Context: an optimization exercise on an open-source flow, tuned for small area, a short achievable clock period and few clock cycles per item. The choices shown serve that exercise and are no tape-out recipe. RTL that was checked went through simulation tests only; none was proved equivalent to the original. No activity file was given, so power comes from the tool's default toggle rates.

== v21 ==
==> flow/design.v (excerpt) <==
module adsr_envelope_generator #(
  parameter int POSITION_BITS = 24
) (
  input  wire         clk,
  input  wire         rst,
  input  wire         psel,
  input  wire         penable,
  input  wire         pwrite,
  input  wire  [3:0]  paddr,
  input  wire  [31:0] pwdata,
  output logic [31:0] prdata,
  output logic        pready,
  input  wire         s_axis_tvalid,
  output logic        s_axis_tready,
  input  wire  [23:0] s_axis_tdata,   
  input  wire  [1:0]  s_axis_tuser,   
  output logic        m_axis_tvalid,
  input  wire         m_axis_tready,
  output logic [39:0] m_axis_tdata    
);
  logic [23:0] att_len, dec_len, rel_len;
  logic [15:0] sus_lvl;
  logic        cfg_wr;
  adsr_regs u_regs (
    .clk     (clk),
    .rst     (rst),
    .psel    (psel),
    .penable (penable),
    .pwrite  (pwrite),
    .paddr   (paddr),
    .pwdata  (pwdata),
    .prdata  (prdata),
    .pready  (pready),
    .att_len (att_len),
    .dec_len (dec_len),
    .sus_lvl (sus_lvl),
    .rel_len (rel_len),
    .cfg_wr  (cfg_wr)
  );
  adsr_dp u_dp (
    .clk           (clk),
    .rst           (rst),
    .att_len       (att_len),
    .dec_len       (dec_len),
    .sus_lvl       (sus_lvl),
    .rel_len       (rel_len),
    .cfg_wr        (cfg_wr),
    .s_axis_tvalid (s_axis_tvalid),
    .s_axis_tready (s_axis_tready),
    .s_axis_tdata  (s_axis_tdata),
    .s_axis_tuser  (s_axis_tuser),
    .m_axis_tvalid (m_axis_tvalid),
    .m_axis_tready (m_axis_tready),
    .m_axis_tdata  (m_axis_tdata)
  );
endmodule
==> flow/config.mk <==
export PLATFORM = sky130hd
export DESIGN_NAME = adsr_envelope_generator
export DESIGN_NICKNAME = adsr_envelope_generator
export VERILOG_FILES = /design/flow/design.v
export SDC_FILE = /design/flow/constraint.sdc
export NUM_CORES = 4
export LEC_CHECK = 0
export CAP_MARGIN = 20
export CORE_MARGIN = 2
export CORE_UTILIZATION = 60
export CTS_BUF_LIST = sky130_fd_sc_hd__clkbuf_4 sky130_fd_sc_hd__clkbuf_8
export SLEW_MARGIN = 20
export TNS_END_PERCENT = 10
==> flow/constraint.sdc <==
create_clock -name core_clock -period 13.0 [get_ports {clk}]
set_input_delay 2.6000 -clock core_clock [delete_from_list [all_inputs] [get_ports {clk}]]
set_output_delay 2.6000 -clock core_clock [all_outputs]
set_load 0.01 [all_outputs]
standard.sh (not shown) runs the stock make flow with config.mk's settings and CLKGATE_MAP_FILE= SYNTH_SCRIPT=/design/flow/synth_recipe.tcl, a recipe that flattens the netlist after the stock synthesis.
==> flow/flow/run.sh <==
#!/bin/bash
# standard synthesis, then the standard layout with small port buffers and a
# larger setup margin for repair_timing
set -euo pipefail
bash standard.sh synth > synth.log 2>&1
bash standard.sh "BUFFER_PORTS_ARGS=-buffer_cell sky130_fd_sc_hd__buf_2" SETUP_SLACK_MARGIN=8 finish > layout.log 2>&1
Testbench counts of v21, summed over its fixed seeds: cycles 45,584, items 43,471.
[inputs] v39 vs v21
diff --git a/flow/design.v b/flow/design.v
--- a/flow/design.v
+++ b/flow/design.v
@@ -913,24 +913,30 @@
   assign k_cs   = {2'b0, k_r} ^ {2'b0, k_yr} ^ k_xl;
   assign k_cc   = {(({2'b0, k_r} & {2'b0, k_yr}) | ({2'b0, k_r} & k_xl) |
                     ({2'b0, k_yr} & k_xl)), 1'b0};
   assign k_t0   = {1'b0, k_r} + {1'b0, k_yr};
   assign k_t1   = k_cs + k_cc + 26'd1;
   assign k_wrap = !k_t1[25];
   assign k_qa   = k_q + k_yq;
   assign k_qb   = k_q + k_yq + 16'd1;
   logic [24:0] p_sum;
   logic        p_end;
   logic [2:0]  ph_next;
+  logic [25:0] pe_x, pe_s, pe_c, pe_t;
   assign p_sum = {1'b0, pos} + 25'(bc_a);
-  assign p_end = (p_sum >= {1'b0, len});
+  assign pe_x  = ~{2'b0, len};
+  assign pe_s  = {2'b0, pos} ^ {18'd0, bc_a} ^ pe_x;
+  assign pe_c  = {(({2'b0, pos} & {18'd0, bc_a}) | ({2'b0, pos} & pe_x) |
+                   ({18'd0, bc_a} & pe_x)), 1'b0};
+  assign pe_t  = pe_s + pe_c + 26'd1;
+  assign p_end = !pe_t[25];
   always_comb begin
     ph_next = phase;
     if (p_end) begin
       case (phase)
         adsr_pkg::PH_ATTACK:  ph_next = adsr_pkg::PH_DECAY;
         adsr_pkg::PH_DECAY:   ph_next = adsr_pkg::PH_SUSTAIN;
         adsr_pkg::PH_RELEASE: ph_next = adsr_pkg::PH_OFF;
         default: ;
       endcase
     end
   end
Findings:
v39 finished every step from synthesis to the final layout, and the layout passed the timing, design-rule and antenna checks. v39 against v21; DRC violation total after the first TritonRoute iteration is down by more than 10%. Compare v39 and v21 | sequential share of layout area higher: v39. Post-CTS setup buffer count in v39 vs v21: down 14. Higher number of global-route vias before repair among v39 and v21: v39. For sequential fraction of the synthesis area, v21 and v39 come out practically identical. Between v21 and v39, the proportion of cell area spent on the clock network figures differ only marginally. v39 vs. v21: hold slack now larger; total power down about 12%; number of CTS-inserted buffers decreased 3.6%. Summary — ratio of final minimum period to clock period, v39 relative to v21: higher, by 0.16 points. Comparing v39 and v21, the lower design area is on v39. Min synthesized instance count across v39 and v21: v21.
The RTL of v39 was laid out without a check of its function.

re-timing with driven ports:
The results above use ideal ports. As a check the final layouts listed here were re-extracted and re-timed, cells and wires unchanged.
Step 1 assumes that a clkbuf_16 drives the clock port and a buf_2 every other input.
Step 2 adds t to the input delays and takes it off the output delays; t is the mean of the earliest and latest rising clock arrival at the registers after step 1. Input paths then give back, and output paths get back, about the clock's delay inside the block.
Slacks: ideal ports / drivers / drivers and shift; pairs: ideal ports / drivers.
| run | t (ns) | setup slack, ns | hold WS [ns] | worst register clock-pin slew, ns |
|---|---|---|---|---|
| v21 | 0.776 | 7.986 / 7.986 / 7.362 | 0.420 / 0.420 / 0.420 | 0.07 / 0.07 |
| v39 | 0.785 | 7.966 / 7.966 / 7.469 | 0.442 / 0.442 / 0.442 | 0.07 / 0.07 |
After both steps setup and hold are still met in every run listed. For v21, which loses most, drivers alone change the setup slack by 0.000 ns; drivers and shift together by -0.624 ns.
